Context: an optimization exercise on an open-source flow, tuned for small area. The choices shown serve that exercise and are no tape-out recipe.
RTL that was checked went through simulation tests only; none was proved equivalent to the original.
Function not checked in run 3: the RTL went through the layout flow alone.
Power figures rest on the tool's default switching activity, not on a simulated workload.

==> design.v <==
module frame_fifo_slot #(
    parameter int WORD_W = 16
) (
    input  logic              sample_clk,
    input  logic              reset_n,
    input  logic              hit,
    input  logic              clr,
    input  logic [WORD_W-1:0] data_in,
    output logic [WORD_W-1:0] merged
);
    logic [WORD_W-1:0] slot_q, slot_d;
    always_comb begin
        slot_d = slot_q;
        if (clr)
            slot_d = '0;
        else if (hit)
            slot_d = data_in;
    end
    always_ff @(posedge sample_clk or negedge reset_n) begin
        if (!reset_n)
            slot_q <= '0;
        else
            slot_q <= slot_d;
    end
    assign merged = hit ? data_in : slot_q;
endmodule
module frame_fifo_sync #(
    parameter int WORD_W = 16,
    parameter int NUM_CH = 8,
    parameter int DEPTH  = 16,
    parameter int SEL_W  = $clog2(NUM_CH),
    parameter int CNT_W  = $clog2(DEPTH) + 1
) (
    input  logic                     sample_clk,
    input  logic                     reset_n,
    input  logic [WORD_W-1:0]        data_in,
    input  logic                     done,
    input  logic [SEL_W-1:0]         atmchsel,
    input  logic                     last_word,
    input  logic [CNT_W-1:0]         threshold,
    input  logic                     ovf_mode,
    input  logic                     flush,
    input  logic                     frame_pop,
    input  logic                     clear_flags,
    output logic [NUM_CH*WORD_W-1:0] frame_data_out,
    output logic                     fifo_ready,
    output logic [CNT_W-1:0]         frame_count,
    output logic                     overflow,
    output logic                     underflow
);
    localparam int PTR_W = $clog2(DEPTH);
    localparam int FRAME_W = NUM_CH * WORD_W;
    localparam logic [CNT_W-1:0] DEPTH_C = CNT_W'(DEPTH);
    logic [NUM_CH-1:0][WORD_W-1:0] frame_merged;
    logic [NUM_CH-1:0]             slot_hit;
    logic                          commit;
    logic                          stage_clr;
    logic [PTR_W-1:0] wr_ptr_q, wr_ptr_d;
    logic [PTR_W-1:0] rd_ptr_q, rd_ptr_d;
    logic [CNT_W-1:0] count_q, count_d;
    logic             ovf_q, ovf_d;
    logic             udf_q, udf_d;
    logic             wr_en;
    logic [FRAME_W-1:0] mem_q [DEPTH];
    assign commit    = done && last_word;
    assign stage_clr = flush || commit;
    genvar k;
    generate
        for (k = 0; k < NUM_CH; k++) begin : g_slot
            assign slot_hit[k] = done && (atmchsel == SEL_W'(k));
            frame_fifo_slot #(.WORD_W(WORD_W)) u_slot (
                .sample_clk (sample_clk),
                .reset_n    (reset_n),
                .hit        (slot_hit[k]),
                .clr        (stage_clr),
                .data_in    (data_in),
                .merged     (frame_merged[k])
            );
        end
    endgenerate
    always_comb begin
        logic full;
        logic do_pop;
        logic cnt_inc;
        logic rd_inc;
        logic ovf_set;
        logic udf_set;
        full    = (count_q == DEPTH_C);
        do_pop  = frame_pop && (count_q != '0);
        wr_en   = 1'b0;
        cnt_inc = 1'b0;
        rd_inc  = 1'b0;
        ovf_set = 1'b0;
        udf_set = 1'b0;
        wr_ptr_d = wr_ptr_q;
        rd_ptr_d = rd_ptr_q;
        count_d  = count_q;
        if (flush) begin
            wr_ptr_d = '0;
            rd_ptr_d = '0;
            count_d  = '0;
        end else begin
            udf_set = frame_pop && (count_q == '0);
            if (commit) begin
                if (!full || do_pop) begin
                    wr_en   = 1'b1;
                    cnt_inc = 1'b1;
                end else if (ovf_mode) begin
                    wr_en   = 1'b1;
                    rd_inc  = 1'b1;
                    ovf_set = 1'b1;
                end else begin
                    ovf_set = 1'b1;
                end
            end
            if (do_pop)
                rd_inc = 1'b1;
            if (wr_en)
                wr_ptr_d = wr_ptr_q + PTR_W'(1);
            if (rd_inc)
                rd_ptr_d = rd_ptr_q + PTR_W'(1);
            count_d = count_q + CNT_W'(cnt_inc) - CNT_W'(do_pop);
        end
        ovf_d = ovf_q;
        if (ovf_set)
            ovf_d = 1'b1;
        else if (clear_flags)
            ovf_d = 1'b0;
        udf_d = udf_q;
        if (udf_set)
            udf_d = 1'b1;
        else if (clear_flags)
            udf_d = 1'b0;
    end
    always_ff @(posedge sample_clk or negedge reset_n) begin
        if (!reset_n) begin
            wr_ptr_q <= '0;
            rd_ptr_q <= '0;
            count_q  <= '0;
            ovf_q    <= 1'b0;
            udf_q    <= 1'b0;
        end else begin
            wr_ptr_q <= wr_ptr_d;
            rd_ptr_q <= rd_ptr_d;
            count_q  <= count_d;
            ovf_q    <= ovf_d;
            udf_q    <= udf_d;
        end
    end
    always_ff @(posedge sample_clk) begin
        if (wr_en)
            mem_q[wr_ptr_q] <= frame_merged;
    end
    assign frame_data_out = (count_q != '0) ? mem_q[rd_ptr_q] : '0;
    assign fifo_ready     = count_q >= ((threshold == '0) ? CNT_W'(1) : threshold);
    assign frame_count    = count_q;
    assign overflow       = ovf_q;
    assign underflow      = udf_q;
endmodule
==> run.sh <==
#!/bin/bash
# synth_recipe.tcl (not shown) runs the flow's synth.tcl, then flattens the netlist and writes it again
# the make line also repeats each setting of config.mk as NAME=value (left out here)
make -C /OpenROAD-flow-scripts/flow DESIGN_CONFIG=/design/flow/config.mk WORK_HOME=/design/flow/orfs CLKGATE_MAP_FILE= SYNTH_SCRIPT=/design/flow/synth_recipe.tcl finish
==> config.mk <==
export PLATFORM = sky130hd
export DESIGN_NAME = frame_fifo_sync
export DESIGN_NICKNAME = frame_fifo_sync
export VERILOG_FILES = /design/flow/design.v
export SDC_FILE = /design/flow/constraint.sdc
export NUM_CORES = 4
export LEC_CHECK = 0
export CAP_MARGIN = 20
export CORE_MARGIN = 2
export CORE_UTILIZATION = 40
export SLEW_MARGIN = 20
==> constraint.sdc <==
create_clock -name core_clock -period 6.0 [get_ports {sample_clk}]
set_input_delay 1.2000 -clock core_clock [delete_from_list [all_inputs] [get_ports {sample_clk}]]
set_output_delay 1.2000 -clock core_clock [all_outputs]
set_load 0.01 [all_outputs]
==> notes.md, run 1 <==
- Combinational fraction of design power: 0.150
- Clk pin slew, worst setup/hold paths: approximately 60 ps
- Fmax: about 190 MHz
- RSZ-0062 raised after global routing: false
- Max Cap Viol: 0
- Sw Pwr: 8580 µW
- Setup Buffers After CTS: 0
- Final Max Slew Viols: 0
- Pint: approximately 26000 µW
- Detailed-router iteration count before antenna repair: 7
- Detailed Route Iter0 Violations: 4078
- Filler Cells Inserted: roughly 17000
- Setup ws final: 809 ps
- Mux share of post-synthesis cell area: 0.156
- Tcrit/Tclk final: 0.865
- Post-Syn Area: approximately 0.083 mm²
- Yosys reg bits: 2191
- DR vias: between 30000 and 40000
- Synth top area cells: edfxtp_1, mux4_2, dfrtp_1
- Initial antenna violation count: 23
- Req. time, crit path: roughly 4800 ps
- Synth Area in XOR/XNOR: 0.000420
- Chip Height: between 400 and 500 µm
- Sw Share: 0.245
- Yosys warnings: 2
- Top Ports: 168
- Yosys cell types: 47
- Setup TNS Final: 0 ps
- Register area share after synthesis: 0.781
- Total track usage: 0.192
- Post-synth top area share: 0.738
- Wire per inst: 29.2 µm
- Status: finished clean
- Critical Path Start Type: register
- Final Hold Fails: 0
- Critical Path End Type: output pin
- Post_cts resized: 0
- Final setup vio count: 0
- Detailed Place HPWL: 103000 µm
- Flop pwr share: 0.480
- Critical path's largest stage delay: 940 ps
- Pleak: a little over 0.03 µW
- Die area: about 0.21 mm²
- Clock Latency Late Sink: slightly above 800 ps
- Synth Area in Simple Gates: 0.0215
- First-pass GRT wire length: approximately 290000 µm
- Vias in the first global route: between 40000 and 50000
- Total global routing overflow: 0
- Root Buffer: clkbuf_16
- Crit Path Category: reg -> out
- Clock power frac: 0.370
- Area grow syn2layout: 15.2%
- Skew final: between 20 and 30 ps
- CTS H-tree depth: 4
- Post-CTS Hold Fix Bufs: 0
- Avg Cell Area, Syn: 22.7 µm²
- Final GP Congestion: roughly 0.73
- Relative slew slack: 0.273
- Cells after synthesis: ~3700
- CTS tree: yes
- Row cnt: 167
- Max Buffers Root-to-Sink: 3
- Final worst path period need: 5190 ps
- DIE WIDTH: 460 µm
- Synth Net Count: approximately 3700
- Largest net degree at the start of global routing: approximately 120
- Hold Crit Class: in -> async
- Cts bufs inserted: approximately 210
- Largest family of logic cells by synthesized area: multiplexers
- Synth Area in Adders: 0.00264
- CP arrival: 3990 ps
- Power density over the cells: between 300 and 400 mW/mm²
- CP cell instances: nor3b_2 > buf_12 > a22oi_1 > nand2_1 > clkdlybuf4s50_1
- Layout cell share with drive strength beyond 1: 0.266
- Dpl ws: approximately 1400 ps
- FF/Latch Area: 0.0651 mm²
- CTS Sinks: 2191
- Multi-input logic area: 0.0173 mm²
- Post-synthesis compound-gate area fraction: 0.0249
- Worst Max-Slew Pin Slew: 1090 ps
- Worst path slowest cell: dfrtp_4
- DRC Markers: 0
- # port buffers: between 150 and 200
- DRT Wirelength: 203000 µm
- CP max FO: 79
- Initial Util: 0.403
- Vias per cell: roughly 5.6
- Final ANT Viol Nets: 0
- Post-synth top area cell: edfxtp_1
- Peak VDD IR: 0.446 mV
- Nets: 4022
- Core area: 0.207 mm²
==> cell usage in the layout (no fill, tap or decap), types with 3 or more instances in the layout <==
master,n
edfxtp_1,2048
clkbuf_8,30
o21ai_0,7
bufinv_16,8
buf_4,49
buf_12,65
nor2_4,12
dfrtp_1,140
or3_1,4
inv_1,18
nor2_1,7
clkbuf_1,71
clkdlybuf4s50_1,157
mux2_2,119
nand2b_1,4
nor3_4,6
ha_1,16
clkinvlp_4,5
clkinv_1,25
diode_2,7
inv_6,8
dfrtp_4,3
buf_2,9
xnor2_1,3
nand3_1,4
mux4_2,512
a22oi_1,256
clkinv_4,3
nand2_1,135
and2b_1,19
nor3_1,3
a21oi_1,8
clkinv_8,3
clkinv_2,34
nor2b_1,113
nand4b_4,3
mux2_4,10
clkbuf_16,216
==> layer usage <==
| metal | track usage | routed length, µm |
|---|---|---|
| met1 | 0.261 | 83000 |
| met2 | 0.328 | 103000 |
| met3 | 0.0285 | 12500 |
| met4 | 0.0438 | 3960 |
| met5 | 0 | 27 |
==> logic make-up (layout without fill, tap and decap cells) <==
logic type | Yosys count | in the layout
and+or+nand+nor | 324 | 324
buffers and inverters | 219 | 701
DFF | 2191 | 2191
muxes | 643 | 643
adders and majority gates | 17 | 17
xor gates and xnor gates | 4 | 4
other | 0 | 7
AOI/OAI and AO/OA | 280 | 280
==> area by class of cell <==
type	instances	share of cell area
inverter	18	0.000703
timing repair buffer	281	0.0344
multi-input combinational	1268	0.180
clock buffer	316	0.0632
clock inverter	86	0.00715
tap	2788	0.0363
antenna	7	0.000182
sequential	2191	0.678
==> flip-flops by register name, indices dropped and copies added (netlist names) <==
signal / cells
mem_q: 2048
g_slot.u_slot.slot_q: 128
count_q: 5
rd_ptr_q: 4
wr_ptr_q: 4
ovf_q: 1
udf_q: 1
==> synthesized netlist by cell type (all sizes together) <==
library cell  count
nor4bb            1
o2111ai           1
xor2              1
nand4             1
dfrtp           143
a21oi             8
mux2            130
nor3             10
ha               16
nand2b            5
fa                1
a21o              3
edfxtp         2048
buf             158
nor2             19
nor4b             1
nand3             4
a31oi             1
and2b            19
a22oi           256
nand4bb           1
nand2           136
nor2b           113
nand4b            3
a21boi            1
nand3b            2
nor3b             4
and3b             1
mux2i             1
a41o              1
xnor2             3
inv              18
clkbuf           43
o311ai            1
mux4            512
o22ai             1
or3               4
o21ai             7
==> critical path, delay by kind of cell (launching register included) <==
| kind | cells | cell delay, ps |
|---|---|---|
| AO/OA/AOI/OAI | 1 | 200 |
| buffers and inverters | 2 | 1120 |
| flip-flops | 1 | 940 |
| AND/OR/NAND/NOR | 2 | 810 |
==> power by group through the flow <==
stage / Sequential, µW / Combinational [µW] / Clock [µW]
4_1_cts: 16800 / 5400 / 13200
5_1_grt: 16800 / 5610 / 13800
3_5_place_dp: 17100 / 5380 / 0
3_3_place_gp: 17100 / 5370 / 0
2_1_floorplan: 17000 / 3160 / 0
6_report: 16800 / 5230 / 12900
==> final timing paths <==
| kind | from | endpoint | slack, ps | cells past startpoint |
|---|---|---|---|---|
| min in group core_clock | udf_q | udf_q | 530 | 2 |
| setup / recovery | rd_ptr_q[0] | frame_data_out[96] | 810 | 5 |
| hold / removal | reset_n | g_slot[2].u_slot.slot_q[8] | 370 | 1 |
| hold reg to reg | udf_q | udf_q | 530 | 2 |
| max in group asynchronous | reset_n | rd_ptr_q[1] | 4150 | 2 |
| setup reg to reg | count_q[3] | count_q[4] | 2740 | 13 |
==> stage by stage <==
step                      std cells  utilization  power, µW  instance area, µm²  hold WS (ps)
after detailed placement       6546        0.431      22500               89300           521
final                          6955        0.464      35000               96000           368
after global placement         6545        0.431      22500               89300           519
after CTS                      6948        0.464      35400               96000           351
after floorplan                3678            -      20200               83400           549
after global routing           6949        0.464      36200               96000           373
==> inputs of run 2 (changes only) <==
--- a/design.v
+++ b/design.v
@@ -1,29 +1,3 @@
-module frame_fifo_slot #(
-    parameter int WORD_W = 16
-) (
-    input  logic              sample_clk,
-    input  logic              reset_n,
-    input  logic              hit,
-    input  logic              clr,
-    input  logic [WORD_W-1:0] data_in,
-    output logic [WORD_W-1:0] merged
-);
-    logic [WORD_W-1:0] slot_q, slot_d;
-    always_comb begin
-        slot_d = slot_q;
-        if (clr)
-            slot_d = '0;
-        else if (hit)
-            slot_d = data_in;
-    end
-    always_ff @(posedge sample_clk or negedge reset_n) begin
-        if (!reset_n)
-            slot_q <= '0;
-        else
-            slot_q <= slot_d;
-    end
-    assign merged = hit ? data_in : slot_q;
-endmodule
 module frame_fifo_sync #(
     parameter int WORD_W = 16,
     parameter int NUM_CH = 8,
@@ -51,10 +25,12 @@
     localparam int PTR_W = $clog2(DEPTH);
     localparam int FRAME_W = NUM_CH * WORD_W;
     localparam logic [CNT_W-1:0] DEPTH_C = CNT_W'(DEPTH);
-    logic [NUM_CH-1:0][WORD_W-1:0] frame_merged;
-    logic [NUM_CH-1:0]             slot_hit;
     logic                          commit;
     logic                          stage_clr;
+    logic [NUM_CH-1:0]             slot_hit;
+    logic [NUM_CH-1:0]             slot_vld_q;
+    logic [NUM_CH-1:0][WORD_W-1:0] slot_q;
+    logic [NUM_CH-1:0][WORD_W-1:0] frame_merged;
     logic [PTR_W-1:0] wr_ptr_q, wr_ptr_d;
     logic [PTR_W-1:0] rd_ptr_q, rd_ptr_d;
     logic [CNT_W-1:0] count_q, count_d;
@@ -68,14 +44,20 @@
     generate
         for (k = 0; k < NUM_CH; k++) begin : g_slot
             assign slot_hit[k] = done && (atmchsel == SEL_W'(k));
-            frame_fifo_slot #(.WORD_W(WORD_W)) u_slot (
-                .sample_clk (sample_clk),
-                .reset_n    (reset_n),
-                .hit        (slot_hit[k]),
-                .clr        (stage_clr),
-                .data_in    (data_in),
-                .merged     (frame_merged[k])
-            );
+            always_ff @(posedge sample_clk) begin
+                if (slot_hit[k])
+                    slot_q[k] <= data_in;
+            end
+            always_ff @(posedge sample_clk or negedge reset_n) begin
+                if (!reset_n)
+                    slot_vld_q[k] <= 1'b0;
+                else if (stage_clr)
+                    slot_vld_q[k] <= 1'b0;
+                else if (slot_hit[k])
+                    slot_vld_q[k] <= 1'b1;
+            end
+            assign frame_merged[k] = slot_hit[k] ? data_in
+                                   : (slot_q[k] & {WORD_W{slot_vld_q[k]}});
         end
     endgenerate
     always_comb begin
@@ -147,11 +129,45 @@
             udf_q    <= udf_d;
         end
     end
+    logic [DEPTH-1:0] wsel_q, wsel_n_q, wsel_d;
+    always_comb begin
+        wsel_d = '0;
+        wsel_d[wr_ptr_d] = 1'b1;
+    end
+    always_ff @(posedge sample_clk or negedge reset_n) begin
+        if (!reset_n) begin
+            wsel_q   <= DEPTH'(1);
+            wsel_n_q <= {{(DEPTH-1){1'b1}}, 1'b0};
+        end else begin
+            wsel_q   <= wsel_d;
+            wsel_n_q <= ~wsel_d;
+        end
+    end
+    logic [DEPTH-1:0] mem_we, mem_hold;
+    assign mem_we   = wsel_q & {DEPTH{wr_en}};
+    assign mem_hold = wsel_n_q | {DEPTH{!wr_en}};
     always_ff @(posedge sample_clk) begin
-        if (wr_en)
-            mem_q[wr_ptr_q] <= frame_merged;
+        for (int e = 0; e < DEPTH; e++)
+            mem_q[e] <= (mem_q[e] & {FRAME_W{mem_hold[e]}}) | (frame_merged & {FRAME_W{mem_we[e]}});
     end
-    assign frame_data_out = (count_q != '0) ? mem_q[rd_ptr_q] : '0;
+    logic [DEPTH-1:0] rd_sel_q, rd_sel_d;
+    always_comb begin
+        rd_sel_d = '0;
+        if (count_d != '0)
+            rd_sel_d[rd_ptr_d] = 1'b1;
+    end
+    always_ff @(posedge sample_clk or negedge reset_n) begin
+        if (!reset_n)
+            rd_sel_q <= '0;
+        else
+            rd_sel_q <= rd_sel_d;
+    end
+    wire [DEPTH-1:0] rd_sel = rd_sel_q;
+    always_comb begin
+        frame_data_out = '0;
+        for (int e = 0; e < DEPTH; e++)
+            frame_data_out = frame_data_out | (mem_q[e] & {FRAME_W{rd_sel[e]}});
+    end
     assign fifo_ready     = count_q >= ((threshold == '0) ? CNT_W'(1) : threshold);
     assign frame_count    = count_q;
     assign overflow       = ovf_q;
--- a/config.mk
+++ b/config.mk
@@ -5,7 +5,9 @@
 export SDC_FILE = /design/flow/constraint.sdc
 export NUM_CORES = 4
 export LEC_CHECK = 0
-export CAP_MARGIN = 20
+export CAP_MARGIN = 10
 export CORE_MARGIN = 2
-export CORE_UTILIZATION = 40
-export SLEW_MARGIN = 20
+export CORE_UTILIZATION = 60
+export CTS_BUF_LIST = sky130_fd_sc_hd__clkbuf_8
+export CTS_CLUSTER_SIZE = 30
+export SLEW_MARGIN = 10
==> notes.md, run 2 <==
- Status: finished clean
- Hold Crit Class: in -> async
- Post-Syn Area: 0.0811 mm²
- Vias per cell: slightly below 7
- Top Ports: about 170
- Detailed Place HPWL: 159000 µm
- Largest net degree at the start of global routing: ~130
- Post-synth top cells: nand2_1, o21ai_0, dfxtp_1
- Avg Cell Area, Syn: between 9 and 10 µm²
- Post-DP Area: about 0.084 mm²
- CTS H-tree depth: 5
- Final GP Congestion: 0.822
- Post_cts resized: 0
- Crit Path Category: reg -> out
- Final ANT Viol Nets: 0
- Yosys warnings: 2
- CP arrival: 4160 ps
- Post-synth top area share: 0.505
- Post-Route Utilization: 0.679
- Core area: about 0.13 mm²
- First-pass GRT wire length: roughly 460000 µm
- RSZ-0062 raised after global routing: false
- Relative slew slack: 0.0826
- Detailed Route Iter0 Violations: between 10000 and 15000
- Post-synth top area cell: dfxtp_1
- Nets: between 8000 and 9000
- Clk pin slew, worst setup/hold paths: about 60 ps
- Placed cells: roughly 10000
- Synth top area cells: dfxtp_1, o21ai_0, nand2_1
- Root Buffer: clkbuf_8
- Cts bufs inserted: 365
- Tcrit/Tclk final: 0.894
- DRT Wirelength: 318000 µm
- Total track usage: 0.447
- Area grow syn2layout: 12.0%
- Worst Max-Slew Pin Slew: approximately 1400 ps
- CTS Sinks: 2247
- Number of flops mapped to enable cells by yosys: about 130
- Final worst path period need: approximately 5400 ps
- Most frequent cells in the layout: nand2_1, o21ai_0, dfxtp_1
- Cells after synthesis: 8887
- Detailed-router iteration count before antenna repair: 6
- Critical Path End Type: output pin
- Final Max Slew Viols: 0
- Wire per inst: just under 30 µm
- Register area share after synthesis: 0.575
- Max Cap Viol: 0
- Total global routing overflow: 0
- Pleak: 0.0328 µW
- Final Hold Fails: 0
- Setup TNS Final: 0 ps
- Final setup vio count: 0
- CP max FO: 45
- Skew final: 40.2 ps
- Largest registers: mem_q (2048), slot_q (128)
- Clock Latency Late Sink: between 1000 and 1500 ps
- Busiest grt layer: met2
- Initial Util: 0.606
- Row cnt: approximately 130
- Critical Path Start Type: register
- Asr flop ratio synth: 0.0316
- Final Non-Filler Cells: 10800
- Yosys reg bits: 2247
- Most common cell after layout, fill and taps aside: nand2_1
- Req. time, crit path: between 4000 and 5000 ps
- Setup Buffers After CTS: 0
- Die area: around 0.14 mm²
- Largest Register: mem_q
- Synth Flop Type: dfxtp_1
- Layout cell share with drive strength beyond 1: 0.0869
- Peak VDD IR: roughly 0.24 mV
- Yosys cell types: between 70 and 80
- # port buffers: roughly 170
- Power density over the cells: 337 mW/mm²
- Top-count cell post-synth: nand2_1
- Worst Hold Margin: ~130 ps
- Max Buffers Root-to-Sink: 4
- Post-CTS Hold Fix Bufs: 0
- Synth Net Count: ~9000
- Fmax: around 190 MHz
- DR vias: ~73000
- DIE WIDTH: between 300 and 400 µm
- Chip Height: between 300 and 400 µm
- Initial antenna violation count: 14
- Routing usage on met3: 0.102
- DRC Markers: 0
- CTS tree: yes
- Met2 Resource Use GR: 0.682
- Cell area after layout: 0.0909 mm²
- Max reg flops: 2048
- GR met1 Demand/Resource: 0.594
- Vias in the first global route: approximately 69000
==> run 2: cell families after synthesis <==
logic type | share of synthesized area
AOI/OAI and AO/OA | 0.251
xor gates and xnor gates | 0.000972
adders and majority gates | 0.00302
buffers and inverters | 0.0439
DFF | 0.575
muxes | 0.000941
and+or+nand+nor | 0.125
==> run 2: power breakdown <==
group	total, µW	internal [µW]	leakage, µW	switching [µW]
Clock	12900	6900	0.00407	6040
Sequential	15800	15400	0.0186	461
Combinational	1890	522	0.0102	1370
Total	30700	22800	0.0328	7870
==> run 2: metrics by stage <==
stage | setup WS, ps | power, µW
finish | 638 | 30700
global route | 714 | 31400
CTS | 788 | 30500
detailed placement | 1320 | 17900
global placement | 1220 | 17900
floorplan | 2360 | 16900
==> run 2: final cells by class <==
type | instances | area [µm²]
inverters | 36 | 135
repair buffers | 346 | 3630
clock inverters | 169 | 782
diodes | 6 | 15.0
multi-input cells | 5752 | 31100
flip-flops and latches | 2247 | 46700
clock buffers | 454 | 6250
well taps | 1768 | 2210
fillers | 10900 | 42900
==> run 2: worst paths after layout <==
check                      cells after the start            endpoint    startpoint  slack [ps]
max                                            5  frame_data_out[42]  rd_sel_q[15]         640
min                                            1          count_q[2]       reset_n         130
max reg2reg                                   16         rd_sel_q[1]    count_q[3]        2040
min reg2reg                                    2        mem_q[1][23]  mem_q[1][23]         450
max in group asynchronous                      2       slot_vld_q[4]       reset_n        4700
min in group core_clock                        2        mem_q[1][23]  mem_q[1][23]         450
==> run 2: metal layers <==
layer / wire length [µm] / vias to the layer above
met5: 74 / -
met4: 18700 / 10
met3: 41800 / 1294
met2: 137000 / 5311
met1: 120000 / 35500
li1: - / 31400
==> run 2: worst max-delay path: stages (launching register included) <==
cell and delay [ps]:
dfrtp_4 1170, buf_4 620, a22o_1 230, a221oi_1 60, nand4_1 320, clkdlybuf4s50_1 600
==> inputs of run 3 (changes only) <==
--- a/design.v
+++ b/design.v
@@ -137,7 +137,7 @@
     always_ff @(posedge sample_clk or negedge reset_n) begin
         if (!reset_n) begin
             wsel_q   <= DEPTH'(1);
-            wsel_n_q <= {{(DEPTH-1){1'b1}}, 1'b0};
+            wsel_n_q <= ~DEPTH'(1);
         end else begin
             wsel_q   <= wsel_d;
             wsel_n_q <= ~wsel_d;
==> config.mk (replaced) <==
export PLATFORM = sky130hd
export DESIGN_NAME = frame_fifo_sync
export DESIGN_NICKNAME = frame_fifo_sync
export VERILOG_FILES = /design/flow/design.v
export SDC_FILE = /design/flow/constraint.sdc
export NUM_CORES = 4
export LEC_CHECK = 0
export CAP_MARGIN = 20
export CORE_MARGIN = 2
export CORE_UTILIZATION = 40
export SLEW_MARGIN = 20
==> notes.md, run 3 <==
- Register area share after synthesis: 0.575
- Chip Height: around 450 µm
- Final Hold Fails: 0
- Synth Area in XOR/XNOR: 0.000972
- Total global routing overflow: 0
- Tcrit/Tclk final: 0.856
- CTS H-tree depth: 4
- Post_cts resized: 0
- Max reg flops: ~2000
- FF/Latch Area: 0.0467 mm²
- DRC Markers: 0
- Peak VDD IR: around 0.29 mV
- Power density over the cells: approximately 340 mW/mm²
- Nets: between 8000 and 9000
- Root Buffer: clkbuf_16
- Critical Path Start Type: register
- Final ANT Viol Nets: 0
- First-pass GRT wire length: 488000 µm
- Detailed Route Iter0 Violations: between 9000 and 10000
- Setup ws final: slightly below 900 ps
- Layout cell share with drive strength beyond 1: 0.0759
- CP arrival: 3940 ps
- Top Ports: ~170
- RSZ-0062 raised after global routing: false
- CTS tree: yes
- Largest Register: mem_q
- Crit Path Category: reg -> out
- Largest family of logic cells by synthesized area: compound AO/OA/AOI/OAI gates
- Worst Max-Slew Pin Slew: around 1300 ps
- Cts bufs inserted: between 200 and 250
- Core area: around 0.20 mm²
- Synth Net Count: around 9000
- Worst path slowest cell: dfrtp_4
- Row cnt: between 150 and 200
- Vias per cell: between 6 and 7
- Multi-input logic area: 0.0312 mm²
- Hold Crit Class: in -> async
- Worst Hold Margin: about 380 ps
- Post-DP Area: between 0.08 and 0.09 mm²
- CTS Sinks: between 2000 and 2500
- Fmax: 195 MHz
- Cells after synthesis: 8887
- Post-synthesis compound-gate area fraction: 0.251
- Pleak: 0.0327 µW
- Final setup vio count: 0
- Max Cap Viol: 0
- DIE WIDTH: ~450 µm
- Relative slew slack: 0.165
- Post-synth top cells: nand2_1, o21ai_0, dfxtp_1
- # port buffers: 167
- Detailed Place HPWL: ~170000 µm
- Initial Util: 0.402
- Yosys reg bits: 2247
- Req. time, crit path: ~4800 ps
- Asr flop ratio synth: 0.0316
- Die area: between 0.2 and 0.25 mm²
- Synth top area cells: dfxtp_1, o21ai_0, nand2_1
- Synth Area in Simple Gates: 0.125
- Top-count cell post-synth: nand2_1
- Yosys warnings: 2
- CP delay by family, top: buffers and inverters
- Post-synth top area cell: dfxtp_1
- Final worst path period need: a little over 5000 ps
- Setup TNS Final: 0 ps
- Synth Area in Adders: 0.00302
- Skew final: 26.9 ps
- Detailed-router iteration count before antenna repair: 6
- Final GP Congestion: slightly above 0.8
- Wire per inst: 29.8 µm
- Filler Cells Inserted: 19100
- Area grow syn2layout: 14.7%
- Status: finished clean
- Synth Flop Type: dfxtp_1
- Most frequent cells in the layout: nand2_1, o21ai_0, dfxtp_1
- Largest net degree at the start of global routing: 88
- Vias in the first global route: about 69000
- Mux share of post-synthesis cell area: 0.000941
- Critical Path End Type: output pin
- Final Max Slew Viols: 0
- Setup Buffers After CTS: 0
- Total track usage: 0.321
- CP max FO: 43
- Initial antenna violation count: 16
- Critical path's largest stage delay: 1100 ps
- Cell area after layout: 0.0930 mm²
- Yosys cell types: a little over 70
- Largest registers: mem_q (2048), slot_q (128)
- Number of flops mapped to enable cells by yosys: between 100 and 150
- Clk pin slew, worst setup/hold paths: 60 ps
- Dpl ws: 998 ps
- Most common cell after layout, fill and taps aside: nand2_1
- CP cell instances: buf_4 > a22o_1 > a221oi_1 > nand4_1 > clkdlybuf4s50_1
- Clock Latency Late Sink: between 800 and 900 ps
- DR vias: 73000
- Post-Syn Area: approximately 0.08 mm²
- WP buf/inv: 2
- Post-CTS Hold Fix Bufs: 0
- Max Buffers Root-to-Sink: 3
- Post-synth top area share: 0.505
- DRT Wirelength: 342000 µm
- Avg Cell Area, Syn: 9.13 µm²
## run 3: cell count changes after synthesis
cell     before  now
dfstp_2      16    2
dfrtp_1      55   69
## run 3: layout make-up
| cell class | count | area share |
|---|---|---|
| Clock inverter | 64 | 0.00796 |
| Sequential cell | 2247 | 0.502 |
| Antenna cell | 9 | 0.000242 |
| Timing Repair Buffer | 377 | 0.0447 |
| Tap cell | 2672 | 0.0359 |
| Multi-Input combinational cell | 5752 | 0.336 |
| Clock buffer | 348 | 0.0720 |
| Inverter | 36 | 0.00145 |
## run 3: per-layer routing
metal	global-route usage	up-vias	share of wire
met5	0	-	0.00019
li1	-	31100	-
met2	0.491	4978	0.43
met1	0.430	35700	0.39
met3	0.0621	1106	0.12
met4	0.167	10	0.058
## run 3: cell families after synthesis
group	Yosys count
AO/OA/AOI/OAI	3263
AND/OR/NAND/NOR	2458
flip-flops	2247
buffers and inverters	888
adder cells (fa/ha/maj)	19
XOR/XNOR	6
multiplexers	6
## run 3: path summary, 6_finish.rpt
kind / from / to / slack, ps / depth (start not counted)
worst min-delay path: reset_n / udf_q / 380 / 1
max in group asynchronous: reset_n / slot_vld_q[2] / 4540 / 2
worst max-delay path: rd_sel_q[0] / frame_data_out[18] / 860 / 5
worst max register to register: count_q[3] / rd_sel_q[0] / 2160 / 16
min in group core_clock: mem_q[0][122] / mem_q[0][122] / 450 / 2
worst min register to register: mem_q[0][122] / mem_q[0][122] / 450 / 2
## run 3: through the flow
stage	utilization	total power [µW]	std cells
after global placement	0.423	18000	11100
after global routing	0.461	32800	11500
after detailed placement	0.423	18000	11100
final	0.461	32100	11500
after floorplan	-	16900	8887
after CTS	0.460	32000	11500
## run 3: power breakdown
group	leakage (µW)	switching (µW)	internal (µW)
clock	0.00367	6080	8160
combinational	0.0105	1450	541
sequential	0.0185	459	15400
total	0.0327	7980	24100
## run 3: worst reg2reg max path, stage by stage, from the launching register on
cell and delay [ps]:
dfrtp_1 440, inv_1 110, ha_1 220, or3b_2 490, o21ai_2 270, inv_1 80
ha_1 280, inv_1 60, ha_1 150, inv_1 60, fa_1 420, nand2b_1 160
a21oi_1 150, o21ai_0 120, nand3_1 190, o2111ai_1 220, nor4_1 300
==> inputs of run 4 (changes only) <==
--- a/design.v
+++ b/design.v
@@ -137,7 +137,7 @@
     always_ff @(posedge sample_clk or negedge reset_n) begin
         if (!reset_n) begin
             wsel_q   <= DEPTH'(1);
-            wsel_n_q <= ~DEPTH'(1);
+            wsel_n_q <= {{(DEPTH-1){1'b1}}, 1'b0};
         end else begin
             wsel_q   <= wsel_d;
             wsel_n_q <= ~wsel_d;
--- a/config.mk
+++ b/config.mk
@@ -7,5 +7,8 @@
 export LEC_CHECK = 0
 export CAP_MARGIN = 20
 export CORE_MARGIN = 2
-export CORE_UTILIZATION = 40
+export CORE_UTILIZATION = 55
+export CTS_BUF_LIST = sky130_fd_sc_hd__clkbuf_16
+export CTS_CLUSTER_DIAMETER = 80
+export CTS_CLUSTER_SIZE = 25
 export SLEW_MARGIN = 20
==> notes.md, run 4 <==
- CP max FO: between 40 and 50
- Critical Path Start Type: register
- Synth Flop Type: dfxtp_1
- Clk pin slew, worst setup/hold paths: ~100 ps
- Setup Buffers After CTS: 0
- Post-Syn Area: between 0.08 and 0.09 mm²
- Tcrit/Tclk final: 0.848
- Pleak: around 0.031 µW
- Req. time, crit path: about 4800 ps
- CP cell instances: buf_4 > a221oi_1 > nand4_1 > clkdlybuf4s50_1
- Largest Register: mem_q
- Clock Latency Late Sink: 790 ps
- Yosys warnings: 2
- Top Ports: around 170
- Chip Height: slightly below 400 µm
- Detailed-router iteration count before antenna repair: 6
- Busiest grt layer: met2
- Layout cell share with drive strength beyond 1: 0.0636
- Relative slew slack: 0.130
- Avg Cell Area, Syn: 9.13 µm²
- CP arrival: between 3000 and 4000 ps
- Fmax: 196 MHz
- Post_cts resized: 0
- Vias per cell: ~6.8
- Cells after synthesis: between 8000 and 9000
- Final worst path period need: ~5100 ps
- Total global routing overflow: 0
- Status: finished clean
- Routing usage on met3: 0.0825
- Core area: between 0.1 and 0.15 mm²
- Post-synth top cells: nand2_1, o21ai_0, dfxtp_1
- Final GP Congestion: between 0.8 and 0.9
- GR met1 Demand/Resource: 0.577
- First-pass GRT wire length: between 400000 and 500000 µm
- DRT Wirelength: ~330000 µm
- Initial antenna violation count: 13
- Filler Cells Inserted: between 10000 and 15000
- Critical path's largest stage delay: approximately 1200 ps
- DIE WIDTH: just under 400 µm
- Nets: about 8600
- Yosys reg bits: between 2000 and 2500
- Worst reg2reg endpoint: mem_q[6][54]
- Most frequent cells in the layout: nand2_1, o21ai_0, dfxtp_1
- Post-synth top area cell: dfxtp_1
- Row cnt: 140
- WP buf/inv: 2
- Synth top area cells: dfxtp_1, o21ai_0, nand2_1
- Die area: between 0.15 and 0.2 mm²
- Final Hold Fails: 0
- CTS Sinks: approximately 2200
- Post-synth top area share: 0.505
- Vias in the first global route: approximately 67000
- Worst path slowest cell: dfrtp_4
- Most common cell after layout, fill and taps aside: nand2_1
- Initial Util: 0.555
- Cts bufs inserted: 115
- Root Buffer: clkbuf_16
- Worst reg2reg path startpoint: count_q[2]
- Setup TNS Final: 0 ps
- Top-count cell post-synth: nand2_1
- Worst Reg2Reg Path Length in Cells: 8
- Placed cells: approximately 10000
- CTS H-tree depth: 3
- Area grow syn2layout: 9.01%
- Post-CTS Hold Fix Bufs: 0
- Met2 Resource Use GR: 0.651
- DR vias: slightly above 70000
- Final Non-Filler Cells: ~11000
- CP endpoint: frame_data_out[84]
- WP depth: 4
- CTS tree: yes
- Detailed Place HPWL: 169000 µm
- Skew final: 32.5 ps
- Yosys cell types: 72
- RSZ-0062 raised after global routing: false
- Max Buffers Root-to-Sink: 3
- Number of flops mapped to enable cells by yosys: about 130
- Peak VDD IR: approximately 0.26 mV
- Detailed Route Iter0 Violations: a little over 9000
- Largest net degree at the start of global routing: between 100 and 150
- Crit Path Category: reg -> out
- # port buffers: 167
- DRC Markers: 0
- Wire per inst: ~31 µm
- Max reg flops: 2048
- Hold Crit Class: in -> async
- Critical Path End Type: output pin
- Flop-to-flop setup slack: between 2000 and 2500 ps
- Final setup vio count: 0
- Largest registers: mem_q (2048), slot_q (128)
- Register area share after synthesis: 0.575
- Max Cap Viol: 0
- CP delay by family, top: buffers and inverters
- Worst Max-Slew Pin Slew: approximately 1300 ps
- Final Max Slew Viols: 0
- Synth Net Count: 8938
- Final ANT Viol Nets: 0
- Worst Setup SP: rd_sel_q[3]
- Total track usage: 0.420
- Power density over the cells: between 300 and 400 mW/mm²
- Asr flop ratio synth: 0.0316
-- run 4: cell types whose count changed after synthesis --
cell,previous run,this run
dfrtp_1,69,55
dfstp_2,2,16
-- run 4: logic make-up (layout without fill, tap and decap cells) --
| kind of cell | Yosys count | count (layout) | share of synthesized area |
|---|---|---|---|
| and+or+nand+nor | 2458 | 2458 | 0.125 |
| AOI/OAI and AO/OA | 3263 | 3263 | 0.251 |
| DFF | 2247 | 2247 | 0.575 |
| buffers and inverters | 888 | 611 | 0.0439 |
| other | 0 | 4 | 0 |
| xor gates and xnor gates | 6 | 6 | 0.000972 |
| adders and majority gates | 19 | 19 | 0.00302 |
| muxes | 6 | 6 | 0.000941 |
-- run 4: cell type report --
type	count	area, µm²	share of cell area
flip-flops and latches	2247	46700	0.528
repair buffers	371	3970	0.0449
clock buffers	127	3180	0.0359
diodes	4	10.0	0.000113
clock inverters	77	721	0.00815
multi-input cells	5752	31300	0.354
well taps	1917	2400	0.0271
inverters	36	135	0.00153
-- run 4: worst register-to-register path, delay by kind of cell, from the launching register on --
kind / cells / cell delay, ps
and+or+nand+nor: 3 / 1870
AOI/OAI and AO/OA: 2 / 550
adders and majority gates: 1 / 250
DFF: 1 / 450
buffers and inverters: 2 / 750
-- run 4: stage by stage --
stage | hold WS (ps) | cell area [µm²] | power [µW] | worst slack (ps) | util
2_1_floorplan | 425 | 81100 | 16900 | 2360 | -
4_1_cts | 280 | 88200 | 27200 | 980 | 0.604
6_report | 300 | 88500 | 27300 | 910 | 0.605
3_3_place_gp | 433 | 84300 | 18000 | 1160 | 0.577
5_1_grt | 298 | 88400 | 27900 | 1010 | 0.605
3_5_place_dp | 442 | 84300 | 18000 | 1120 | 0.577
-- run 4: worst min-delay path by stage --
stage	from	end	slack [ps]
after floorplan	mem_q[0][23]	mem_q[0][23]	430
after global placement	mem_q[4][2]	mem_q[4][2]	430
after detailed placement	mem_q[7][42]	mem_q[7][42]	440
after CTS	reset_n	udf_q	280
after global routing	reset_n	udf_q	300
final	reset_n	udf_q	300
-- run 4: power breakdown --
group	total, µW	internal [µW]	switching (µW)	leakage, µW
Clock	9510	4240	5270	0.00198
Sequential	15800	15400	440	0.0186
Combinational	1990	543	1450	0.0104
Total	27300	20100	7160	0.0310
-- run 4: routing by layer --
metal	wire length (µm)	up-vias
li1	-	30800
met1	128000	35300
met2	144000	4657
met3	40600	925
met4	14900	10
met5	53	-
==> inputs of run 5 (changes only) <==
--- a/design.v
+++ b/design.v
@@ -146,9 +146,12 @@
     logic [DEPTH-1:0] mem_we, mem_hold;
     assign mem_we   = wsel_q & {DEPTH{wr_en}};
     assign mem_hold = wsel_n_q | {DEPTH{!wr_en}};
+    logic [DEPTH-1:0] mem_tag_q;
     always_ff @(posedge sample_clk) begin
-        for (int e = 0; e < DEPTH; e++)
-            mem_q[e] <= (mem_q[e] & {FRAME_W{mem_hold[e]}}) | (frame_merged & {FRAME_W{mem_we[e]}});
+        for (int e = 0; e < DEPTH; e++) begin
+            mem_q[e]     <= ~((mem_q[e] | {FRAME_W{mem_we[e]}}) & (frame_merged | {FRAME_W{mem_hold[e]}}));
+            mem_tag_q[e] <= ~((mem_tag_q[e] | mem_we[e]) & mem_hold[e]);
+        end
     end
     logic [DEPTH-1:0] rd_sel_q, rd_sel_d;
     always_comb begin
@@ -163,11 +166,17 @@
             rd_sel_q <= rd_sel_d;
     end
     wire [DEPTH-1:0] rd_sel = rd_sel_q;
+    logic [FRAME_W-1:0] rd_raw;
+    logic               rd_tag;
     always_comb begin
-        frame_data_out = '0;
-        for (int e = 0; e < DEPTH; e++)
-            frame_data_out = frame_data_out | (mem_q[e] & {FRAME_W{rd_sel[e]}});
+        rd_raw = '0;
+        rd_tag = 1'b0;
+        for (int e = 0; e < DEPTH; e++) begin
+            rd_raw = rd_raw | (mem_q[e] & {FRAME_W{rd_sel[e]}});
+            rd_tag = rd_tag | (mem_tag_q[e] & rd_sel[e]);
+        end
     end
+    assign frame_data_out = rd_raw ^ {FRAME_W{rd_tag}};
     assign fifo_ready     = count_q >= ((threshold == '0) ? CNT_W'(1) : threshold);
     assign frame_count    = count_q;
     assign overflow       = ovf_q;
==> notes.md, run 5 <==
- Status: finished clean
- Largest Register: mem_q
- CTS H-tree depth: 3
- Largest registers: mem_q (2048), slot_q (128)
- Most frequent cells in the layout: dfxtp_1, o22ai_1, a22o_1
- CP endpoint: frame_data_out[17]
- Die area: roughly 0.14 mm²
- Vias per cell: just under 8
- Largest net degree at the start of global routing: approximately 110
- CP cell instances: a22o_1 > a221oi_1 > nand3_1 > nor2_4 > buf_4 > xnor2_1 > clkdlybuf4s50_1
- Peak VDD IR: 0.316 mV
- Most common cell after layout, fill and taps aside: dfxtp_1
- Top Ports: between 150 and 200
- Top-count cell post-synth: dfxtp_1
- Worst path slowest cell: nor2_4
- CP arrival: between 4000 and 5000 ps
- Total global routing overflow: 0
- Synth Net Count: between 7000 and 8000
- Initial Util: 0.556
- Fmax: 176 MHz
- Cells after synthesis: about 7100
- Final GP Congestion: approximately 0.83
- Detailed Place HPWL: between 150000 and 200000 µm
- Post-CTS Hold Fix Bufs: 0
- Critical Path Start Type: register
- Number of flops mapped to enable cells by yosys: approximately 130
- CP max FO: 24
- Worst Setup SP: rd_sel_q[5]
- Placed cells: about 8500
- Worst Reg2Reg Path Length in Cells: 15
- DRT Wirelength: 321000 µm
- Vias in the first global route: between 60000 and 70000
- Hold Crit Class: in -> async
- Clock Latency Late Sink: between 700 and 800 ps
- Max Buffers Root-to-Sink: 3
- Post-Syn Area: ~0.08 mm²
- Skew final: ~26 ps
- Critical Path End Type: output pin
- Crit Path Category: reg -> out
- CTS tree: yes
- Worst Max-Slew Pin Slew: around 1200 ps
- Final Non-Filler Cells: roughly 8700
- Post_cts resized: 0
- Yosys warnings: 2
- DRC Markers: 0
- Cts bufs inserted: 107
- Yosys cell types: between 60 and 70
- Detailed-router iteration count before antenna repair: 6
- Flop-to-flop setup slack: ~2000 ps
- Final ANT Viol Nets: 0
- Clk pin slew, worst setup/hold paths: 100 ps
- RSZ-0062 raised after global routing: false
- DR vias: approximately 70000
- Synth top area cells: dfxtp_1, o22ai_1, a22o_1
- Pleak: roughly 0.030 µW
- Chip Height: roughly 380 µm
- Max Cap Viol: 0
- Relative slew slack: 0.215
- Post-synth top area share: 0.531
- Req. time, crit path: 4800 ps
- CP delay by family, top: simple AND/OR/NAND/NOR gates
- Power density over the cells: ~420 mW/mm²
- Row cnt: ~140
- Critical path's largest stage delay: 880 ps
- Worst reg2reg endpoint: rd_sel_q[10]
- Avg Cell Area, Syn: approximately 11 µm²
- Asr flop ratio synth: 0.0314
- Setup TNS Final: 0 ps
- Post-synth top area cell: dfxtp_1
- Nets: slightly below 7000
- # port buffers: between 150 and 200
- Root Buffer: clkbuf_16
- Wire per inst: between 30 and 40 µm
- Post-synth top cells: dfxtp_1, o22ai_1, clkbuf_1
- WP buf/inv: 2
- First-pass GRT wire length: approximately 460000 µm
- Detailed Route Iter0 Violations: 9271
- Initial antenna violation count: 11
- Tcrit/Tclk final: 0.944
- Max reg flops: just over 2000
- Final setup vio count: 0
- Total track usage: 0.426
- Register area share after synthesis: 0.604
- Worst reg2reg path startpoint: count_q[3]
- Area grow syn2layout: 8.70%
- Yosys reg bits: 2263
- Synth Flop Type: dfxtp_1
- Final Max Slew Viols: 0
- DIE WIDTH: 380 µm
- Layout cell share with drive strength beyond 1: 0.0768
- WP depth: 7
- Core area: approximately 0.14 mm²
- CTS Sinks: approximately 2300
- Setup Buffers After CTS: 0
- Final worst path period need: approximately 5700 ps
- Final Hold Fails: 0
## run 5: cell types whose count changed in the layout (fill, tap and decap cells not counted), moves of 74 or more
cell     delta
xnor2_1   +133
o22ai_1  +2048
and3_1    -128
o21ai_0  -2029
nand2_1  -1788
o21ai_2    +74
## run 5: report_power, final
| group | total, µW | leakage [µW] | switching (µW) | internal [µW] |
|---|---|---|---|---|
| Sequential | 20000 | 0.0205 | 1730 | 18300 |
| Combinational | 7070 | 0.00817 | 3720 | 3350 |
| Clock | 8490 | 0.00171 | 5050 | 3450 |
| Total | 35600 | 0.0304 | 10500 | 25100 |
## run 5: area by class of cell
class	count	area (µm²)
diodes	3	7.51
clock buffers	112	2800
clock inverters	68	388
fillers	11700	55400
inverters	25	93.8
multi-input cells	3982	27600
flip-flops and latches	2263	47000
well taps	1876	2350
repair buffers	373	4280
## run 5: kinds of logic (layout without fill, tap and decap cells)
group                    count (synthesis)  in the layout  share of synthesized area
AO/OA/AOI/OAI                         3288           3288                      0.296
flip-flops                            2263           2263                      0.604
buffers and inverters                  904            578                     0.0474
AND/OR/NAND/NOR                        534            534                     0.0335
XOR/XNOR                               136            136                     0.0153
adder cells (fa/ha/maj)                 19             19                    0.00315
multiplexers                             5              5                   0.000660
other                                    0              3                          0
## run 5: per-stage QoR
stage | utilization | area, µm² | hold WS (ps) | worst slack (ps) | total power, µW
2_1_floorplan | - | 77800 | 412 | 2390 | 23800
3_3_place_gp | 0.579 | 80900 | 418 | 1250 | 27000
3_5_place_dp | 0.579 | 81000 | 428 | 1260 | 27200
4_1_cts | 0.602 | 84200 | 248 | 411 | 35400
5_1_grt | 0.604 | 84500 | 265 | 363 | 36800
6_report | 0.604 | 84500 | 271 | 334 | 35600
## run 5: worst reg2reg max path, stage by stage (launching register included)
cell and delay, ps:
dfrtp_1 440, inv_1 110, ha_1 170, nor3b_4 390
and2b_1 310, nor2_1 70, ha_1 270, inv_1 40
ha_1 210, fa_1 440, a21oi_1 160, o21bai_1 80
xnor2_1 140, a41oi_1 490, nand2_1 240, a21oi_1 320
## run 5: per-layer routing
metal | share of wire | wire length [µm] | global-route usage
met1 | 0.39 | 125000 | 0.586
met2 | 0.43 | 137000 | 0.641
met3 | 0.13 | 41600 | 0.0988
met4 | 0.051 | 16400 | 0.185
met5 | 0.00030 | 96 | 0
## run 5: worst min path at each step
stage / start / end / slack, ps / cells after the start
2_1_floorplan: mem_q[10][126] / mem_q[10][126] / 410 / 1
3_3_place_gp: mem_q[7][80] / mem_q[7][80] / 420 / 1
3_5_place_dp: mem_q[11][75] / mem_q[11][75] / 430 / 1
4_1_cts: reset_n / wsel_q[6] / 250 / 1
5_1_grt: reset_n / wsel_q[6] / 270 / 1
6_report: reset_n / wsel_q[6] / 270 / 1
==> inputs of run 6 (changes only) <==
--- a/design.v
+++ b/design.v
@@ -129,23 +129,24 @@
             udf_q    <= udf_d;
         end
     end
-    logic [DEPTH-1:0] wsel_q, wsel_n_q, wsel_d;
+    logic [DEPTH-1:0] wsel_q, wsel_d;
     always_comb begin
         wsel_d = '0;
         wsel_d[wr_ptr_d] = 1'b1;
     end
     always_ff @(posedge sample_clk or negedge reset_n) begin
-        if (!reset_n) begin
-            wsel_q   <= DEPTH'(1);
-            wsel_n_q <= {{(DEPTH-1){1'b1}}, 1'b0};
-        end else begin
-            wsel_q   <= wsel_d;
-            wsel_n_q <= ~wsel_d;
+        if (!reset_n)
+            wsel_q <= DEPTH'(1);
+        else
+            wsel_q <= wsel_d;
+    end
+    logic [DEPTH-1:0] mem_we, mem_hold;
+    always_comb begin
+        for (int e = 0; e < DEPTH; e++) begin
+            mem_we[e]   = wsel_q[e] && wr_en;
+            mem_hold[e] = (wr_ptr_q != PTR_W'(e)) || !wr_en;
         end
     end
-    logic [DEPTH-1:0] mem_we, mem_hold;
-    assign mem_we   = wsel_q & {DEPTH{wr_en}};
-    assign mem_hold = wsel_n_q | {DEPTH{!wr_en}};
     logic [DEPTH-1:0] mem_tag_q;
     always_ff @(posedge sample_clk) begin
         for (int e = 0; e < DEPTH; e++) begin
--- a/config.mk
+++ b/config.mk
@@ -5,10 +5,10 @@
 export SDC_FILE = /design/flow/constraint.sdc
 export NUM_CORES = 4
 export LEC_CHECK = 0
-export CAP_MARGIN = 20
+export CAP_MARGIN = 5
 export CORE_MARGIN = 2
 export CORE_UTILIZATION = 55
 export CTS_BUF_LIST = sky130_fd_sc_hd__clkbuf_16
 export CTS_CLUSTER_DIAMETER = 80
 export CTS_CLUSTER_SIZE = 25
-export SLEW_MARGIN = 20
+export SLEW_MARGIN = 5
==> notes.md, run 6 <==
- Detailed-router iteration count before antenna repair: 8
- Final setup vio count: 0
- Final Max Slew Viols: 0
- DIE WIDTH: around 380 µm
- Max Cap Viol: 0
- Core area: 0.140 mm²
- Critical Path End Type: output pin
- Area grow syn2layout: 8.35%
- Vias per cell: about 7.8
- Cts bufs inserted: about 110
- Max Buffers Root-to-Sink: 3
- CP cell instances: buf_4 > buf_4 > a22o_1 > a221oi_1 > nand4_1 > xnor2_1 > clkdlybuf4s50_1
- Most frequent cells in the layout: dfxtp_1, o22ai_1, a221oi_1
- Status: finished clean
- Yosys cell types: 61
- Initial Util: 0.554
- Cells after synthesis: 7125
- DRT Wirelength: ~320000 µm
- Vias in the first global route: around 63000
- Crit Path Category: reg -> out
- # port buffers: 167
- Detailed Place HPWL: about 160000 µm
- Layout cell share with drive strength beyond 1: 0.0628
- Largest net degree at the start of global routing: approximately 100
- Wire per inst: between 30 and 40 µm
- Largest registers: mem_q (2048), slot_q (128)
- Synth Net Count: 7182
- Worst Setup SP: rd_sel_q[0]
- Worst Reg2Reg Path Length in Cells: 15
- Synth top area cells: dfxtp_1, o22ai_1, a221oi_1
- Clock Latency Late Sink: ~800 ps
- Worst reg2reg endpoint: rd_sel_q[0]
- Yosys warnings: 2
- Flop-to-flop setup slack: about 1800 ps
- Filler Cells Inserted: around 12000
- Die area: 0.144 mm²
- CP arrival: between 4000 and 5000 ps
- Setup Buffers After CTS: 0
- Worst path slowest cell: buf_4
- Row cnt: 137
- Req. time, crit path: roughly 4800 ps
- Initial antenna violation count: 7
- CTS tree: yes
- Total global routing overflow: 0
- Cell area after layout: 0.0837 mm²
- Hold Crit Class: reg -> reg
- Final ANT Viol Nets: 0
- Post-Syn Area: 0.0773 mm²
- Pleak: about 0.03 µW
- Critical path's largest stage delay: 760 ps
- Fmax: 184 MHz
- Power density over the cells: between 400 and 500 mW/mm²
- Post-DP Area: 0.0804 mm²
- DRC Markers: 0
- Top-count cell post-synth: dfxtp_1
- CTS Sinks: 2247
- Root Buffer: clkbuf_16
- Power Total: approximately 34000 µW
- RSZ-0062 raised after global routing: false
- Cell mode on critical path: buf_4
- Nets: between 6000 and 7000
- Chip Height: roughly 380 µm
- CP max FO: 39
- Largest Register: mem_q
- Final GP Congestion: ~0.83
- Asr flop ratio synth: 0.0245
- Skew final: 30.3 ps
- DR vias: between 60000 and 70000
- Max reg flops: ~2000
- Post-synth top area share: 0.535
- Most common cell after layout, fill and taps aside: dfxtp_1
- Tcrit/Tclk final: 0.907
- Post-synth top cells: dfxtp_1, o22ai_1, clkbuf_1
- Critical Path Start Type: register
- CP endpoint: frame_data_out[24]
- Detailed Route Iter0 Violations: ~9500
- Post_cts resized: 0
- Top Ports: ~170
- Yosys reg bits: between 2000 and 2500
- CTS H-tree depth: 3
- Worst Max-Slew Pin Slew: 1350 ps
- Total track usage: 0.433
- Final Hold Fails: 0
- Register area share after synthesis: 0.602
- Clk pin slew, worst setup/hold paths: around 100 ps
- Final worst path period need: approximately 5400 ps
- Post-synth top area cell: dfxtp_1
- Post-CTS Hold Fix Bufs: 0
- Avg Cell Area, Syn: between 10 and 15 µm²
- Setup TNS Final: 0 ps
- Peak VDD IR: ~0.26 mV
- Number of flops mapped to enable cells by yosys: between 100 and 150
- Relative slew slack: 0.0973
- Synth Flop Type: dfxtp_1
- Worst reg2reg path startpoint: count_q[3]
- First-pass GRT wire length: between 400000 and 500000 µm
[run 6: changes by cell type after synthesis, sizes merged, moves of 6 or more]
| cell | delta |
|---|---|
| xor2 | +6 |
| buf | -46 |
| a21oi | -13 |
| nor3 | -8 |
| clkbuf | +46 |
| dfstp | -15 |
| nand2 | +6 |
| or3 | -16 |
| ha | +6 |
| nand3 | +6 |
[run 6: power by group]
group,switching (µW),total (µW),internal [µW]
Combinational,3640,6630,3000
Sequential,1200,18300,17100
Clock,5040,8660,3620
Total,9880,33600,23700
[run 6: cells by family (layout without fill, tap and decap cells)]
| family | Yosys count | after routing | synth area share |
|---|---|---|---|
| AND/OR/NAND/NOR | 532 | 532 | 0.0328 |
| multiplexers | 8 | 8 | 0.00112 |
| adder cells (fa/ha/maj) | 25 | 25 | 0.00414 |
| flip-flops | 2247 | 2247 | 0.602 |
| XOR/XNOR | 139 | 139 | 0.0158 |
| buffers and inverters | 904 | 581 | 0.0473 |
| other | 0 | 5 | 0 |
| AO/OA/AOI/OAI | 3270 | 3270 | 0.297 |
[run 6: through the flow]
step | instances | worst slack [ps] | util | hold WS (ps)
final | 8683 | 560 | 0.600 | 439
after global routing | 8678 | 559 | 0.600 | 447
after CTS | 8677 | 710 | 0.600 | 441
after global placement | 8489 | 1110 | 0.576 | 417
after detailed placement | 8489 | 1080 | 0.576 | 427
after floorplan | 7125 | 2360 | - | 412
[run 6: cell type report]
type | count | area [µm²] | share of cell area
sequential | 2247 | 46600 | 0.557
multi-input combinational | 3974 | 27400 | 0.327
timing repair buffer | 368 | 3950 | 0.0472
clock buffer | 115 | 2880 | 0.0344
tap | 1876 | 2350 | 0.0280
clock inverter | 73 | 465 | 0.00556
inverter | 25 | 93.8 | 0.00112
antenna | 5 | 12.5 | 0.000149
[run 6: how the worst min path moves through the flow]
stage | depth (start not counted) | from | end | slack (ps)
floorplan | 1 | mem_q[10][126] | mem_q[10][126] | 410
global placement | 1 | mem_q[5][73] | mem_q[5][73] | 420
detailed placement | 1 | mem_q[6][69] | mem_q[6][69] | 430
CTS | 1 | mem_q[3][0] | mem_q[3][0] | 440
global route | 1 | mem_q[6][10] | mem_q[6][10] | 450
finish | 1 | mem_q[1][95] | mem_q[1][95] | 440
[run 6: critical path, delay by kind of cell (launching register included)]
family	cells	cell delay (ps)
simple gates	1	350
xor+xnor	1	170
flops	1	500
buf+inv	3	2050
compound gates	2	300
[run 6: routing by layer]
metal	vias to the layer above	part of all wire	track usage
met4	8	0.053	0.187
li1	27500	-	-
met2	5197	0.42	0.642
met1	34200	0.39	0.611
met5	-	0.00015	0
met3	1047	0.13	0.0891
==> inputs of run 7 (changes only) <==
==> flow/run.sh (new file) <==
#!/bin/bash
# Standard layout with a leaner clock tree (no dummy balancing loads, larger sink
# clusters on clkbuf_16) and minimum-size port buffers. Every other step is the standard flow's own.
set -euo pipefail
bash standard.sh \
  "CTS_ARGS=-sink_clustering_enable -repair_clock_nets -dont_use_dummy_load -buf_list sky130_fd_sc_hd__clkbuf_16 -sink_clustering_size 25 -sink_clustering_max_diameter 80" \
  "BUFFER_PORTS_ARGS=-buffer_cell sky130_fd_sc_hd__buf_1" \
  finish > run_flow.log 2>&1
==> standard.sh (new file) <==
#!/bin/bash
# synth_recipe.tcl (not shown) runs the flow's synth.tcl, then flattens the netlist and writes it again
# the make line also repeats each setting of config.mk as NAME=value (left out here)
make -C /OpenROAD-flow-scripts/flow DESIGN_CONFIG=/design/flow/config.mk WORK_HOME=/design/flow/orfs CLKGATE_MAP_FILE= SYNTH_SCRIPT=/design/flow/synth_recipe.tcl "${@:-finish}"
==> config.mk (replaced) <==
export PLATFORM = sky130hd
export DESIGN_NAME = frame_fifo_sync
export DESIGN_NICKNAME = frame_fifo_sync
export VERILOG_FILES = /design/flow/design.v
export SDC_FILE = /design/flow/constraint.sdc
export NUM_CORES = 4
export LEC_CHECK = 0
export CAP_MARGIN = 20
export CORE_MARGIN = 2
export CORE_UTILIZATION = 55
export SLEW_MARGIN = 20
removed: run.sh
==> notes.md, run 7 <==
- Max Buffers Root-to-Sink: 3
- Post-synth top area cell: dfxtp_1
- Root Buffer: clkbuf_16
- Tcrit/Tclk final: 0.857
- Nets: a little under 7000
- Vias in the first global route: 63200
- Largest registers: mem_q (2048), slot_q (128)
- Most frequent cells in the layout: dfxtp_1, o22ai_1, a221oi_1
- Skew final: approximately 76 ps
- Synth top area cells: dfxtp_1, o22ai_1, a221oi_1
- Hold Crit Class: reg -> reg
- Asr flop ratio synth: 0.0245
- Critical Path Start Type: register
- Post-synth top cells: dfxtp_1, o22ai_1, clkbuf_1
- Largest Register: mem_q
- Row cnt: about 140
- Setup Buffers After CTS: 0
- Crit Path Category: reg -> out
- Final Max Slew Viols: 0
- Cells after synthesis: approximately 7100
- Vias per cell: 7.83
- Final ANT Viol Nets: 0
- Register area share after synthesis: 0.602
- Core area: around 0.14 mm²
- Number of flops mapped to enable cells by yosys: roughly 130
- Post-CTS Hold Fix Bufs: 0
- First-pass GRT wire length: around 450000 µm
- Synth Flop Type: dfxtp_1
- CTS tree: yes
- DRC Markers: 0
- Max reg flops: roughly 2000
- CP arrival: around 3900 ps
- Top-count cell post-synth: dfxtp_1
- Sw Share: 0.299
- Cts bufs inserted: around 110
- Status: finished clean
- DR vias: roughly 67000
- Total track usage: 0.429
- Final GP Congestion: 0.806
- Largest net degree at the start of global routing: 130
- Pleak: just under 0.03 µW
- Final Hold Fails: 0
- # port buffers: 167
- Post-Syn Area: between 0.07 and 0.08 mm²
- Clk pin slew, worst setup/hold paths: around 100 ps
- Initial antenna violation count: 9
- Post_cts resized: 0
- Top Ports: roughly 170
- CTS H-tree depth: 3
- Synth Net Count: 7182
- Worst Max-Slew Pin Slew: roughly 1300 ps
- Flop pwr share: 0.575
- Yosys reg bits: between 2000 and 2500
- Detailed Route Iter0 Violations: between 9000 and 10000
- Total global routing overflow: 0
- Req. time, crit path: between 4000 and 5000 ps
- CP max FO: 33
- DRT Wirelength: approximately 320000 µm
- Sw Pwr: between 9000 and 10000 µW
- Fmax: around 190 MHz
- Detailed-router iteration count before antenna repair: 5
- Combinational fraction of design power: 0.177
- Peak VDD IR: around 0.26 mV
- Post-synth top area share: 0.535
- Die area: about 0.14 mm²
- Chip Height: 379 µm
- Setup TNS Final: 0 ps
- Max Cap Viol: 0
- Placed cells: 8500
- DIE WIDTH: around 380 µm
- Area grow syn2layout: 6.64%
- Avg Cell Area, Syn: ~11 µm²
- Detailed Place HPWL: between 150000 and 200000 µm
- Final Non-Filler Cells: approximately 8600
- Clock power frac: 0.248
- Clock Latency Late Sink: 780 ps
- Wire per inst: approximately 37 µm
- CTS Sinks: about 2200
- Layout cell share with drive strength beyond 1: 0.0714
- Pint: about 22000 µW
- Yosys cell types: slightly above 60
- Most common cell after layout, fill and taps aside: dfxtp_1
- Critical Path End Type: output pin
- RSZ-0062 raised after global routing: false
- Yosys warnings: 2
- Initial Util: 0.554
- Relative slew slack: 0.160
- Final setup vio count: 0
- Final worst path period need: 5140 ps
- Power density over the cells: 387 mW/mm²
[run 7: changes by cell type in the layout (fill, tap and decap cells not counted), sizes merged]
cell,delta
buf,+168
clkbuf,-7
inv,-56
bufinv,-2
diode,-4
clkdlybuf4s50,-156
clkinv,-13
clkinvlp,-2
[run 7: power by group through the flow]
stage | Sequential (µW) | Combinational [µW] | Clock (µW)
2_1_floorplan | 18200 | 3580 | 0
3_3_place_gp | 18500 | 5400 | 0
3_5_place_dp | 18600 | 5510 | 0
4_1_cts | 18200 | 5530 | 7870
5_1_grt | 18500 | 6030 | 8360
6_report | 18300 | 5640 | 7910
[run 7: stage by stage]
| stage | total power [µW] | utilization | cell area (µm²) | setup slack (ps) | hold slack (ps) |
|---|---|---|---|---|---|
| after detailed placement | 24100 | 0.569 | 79400 | 1430 | 428 |
| after floorplan | 21700 | - | 77300 | 2360 | 412 |
| final | 31900 | 0.591 | 82400 | 856 | 438 |
| after global routing | 32900 | 0.591 | 82400 | 875 | 448 |
| after CTS | 31600 | 0.588 | 82100 | 955 | 438 |
| after global placement | 23900 | 0.569 | 79400 | 1490 | 417 |
[run 7: cell type report]
type / instances / area [µm²]
fill: 11900 / 57100
sequential: 2247 / 46600
multi-input combinational: 3974 / 27700
timing repair buffer: 382 / 3030
clock buffer: 106 / 2650
tap: 1876 / 2350
inverter: 25 / 93.8
antenna: 1 / 2.50
[run 7: cell families after synthesis]
logic type                 share of synthesized area
muxes                                        0.00112
DFF                                            0.602
and+or+nand+nor                               0.0328
AOI/OAI and AO/OA                              0.297
xor gates and xnor gates                      0.0158
adders and majority gates                    0.00414
buffers and inverters                         0.0473
[run 7: worst paths after layout]
check	from	endpoint	slack, ps	cells after the start
worst max register to register	count_q[3]	rd_sel_q[0]	1920	15
min in group asynchronous	reset_n	rd_sel_q[13]	690	2
worst min-delay path	mem_q[11][33]	mem_q[11][33]	440	1
worst min register to register	mem_q[11][33]	mem_q[11][33]	440	1
worst max-delay path	rd_sel_q[1]	frame_data_out[23]	860	7
max in group asynchronous	reset_n	rd_sel_q[8]	4620	2
[run 7: worst max-delay path: stages, from the launching register on]
cell      delay [ps]
dfrtp_4          840
buf_4            680
buf_4            590
a22o_1           250
a221oi_1          60
nand4_1          360
xnor2_1          170
buf_1            180
[run 7: routing by layer]
layer	global-route usage	up-vias	share of wire
li1	-	27400	-
met5	0	-	0.000094
met2	0.645	5054	0.43
met4	0.170	6	0.046
met3	0.106	982	0.13
met1	0.594	34000	0.39

separate check: timing with driven ports:
No port has a modelled driver above. Below, the same layouts with a new extraction and two added sets of constraints. Step 1 (the two cells are an assumption about what drives the block):
set clk [get_ports {sample_clk}]
set_driving_cell -lib_cell sky130_fd_sc_hd__clkbuf_16 $clk
set_driving_cell -lib_cell sky130_fd_sc_hd__buf_2 [delete_from_list [all_inputs] $clk]
Step 2 times the ports against the registers' clock, not the clock port: input delays grow and output delays shrink by t, the midpoint of the rising clock arrivals with the driver on. Three values: ideal ports, drivers, drivers and shift; two values: the first two.
run | t, ns | setup slack, ns | worst setup path after step 2 | slew at the worst register clock pin (ns)
run 1 | 0.905 | 0.809 / 0.724 / 1.210 | input to register | 0.07 / 0.07
run 2 | 1.097 | 0.638 / 0.558 / 1.209 | input to register | 0.07 / 0.07
run 3 | 0.958 | 0.864 / 0.774 / 0.840 | input to register | 0.07 / 0.07
run 4 | 0.865 | 0.910 / 0.822 / 0.990 | input to register | 0.10 / 0.10
run 5 | 0.863 | 0.334 / 0.235 / 1.099 | register to output | 0.11 / 0.11
run 6 | 0.855 | 0.560 / 0.472 / 0.791 | input to register | 0.11 / 0.11
run 7 | 0.828 | 0.856 / 0.772 / 1.321 | input to register | 0.10 / 0.10
After both steps setup and hold are still met in every run listed. For run 3, which loses most, drivers alone change the setup slack by -0.090 ns; drivers and shift together by -0.024 ns.
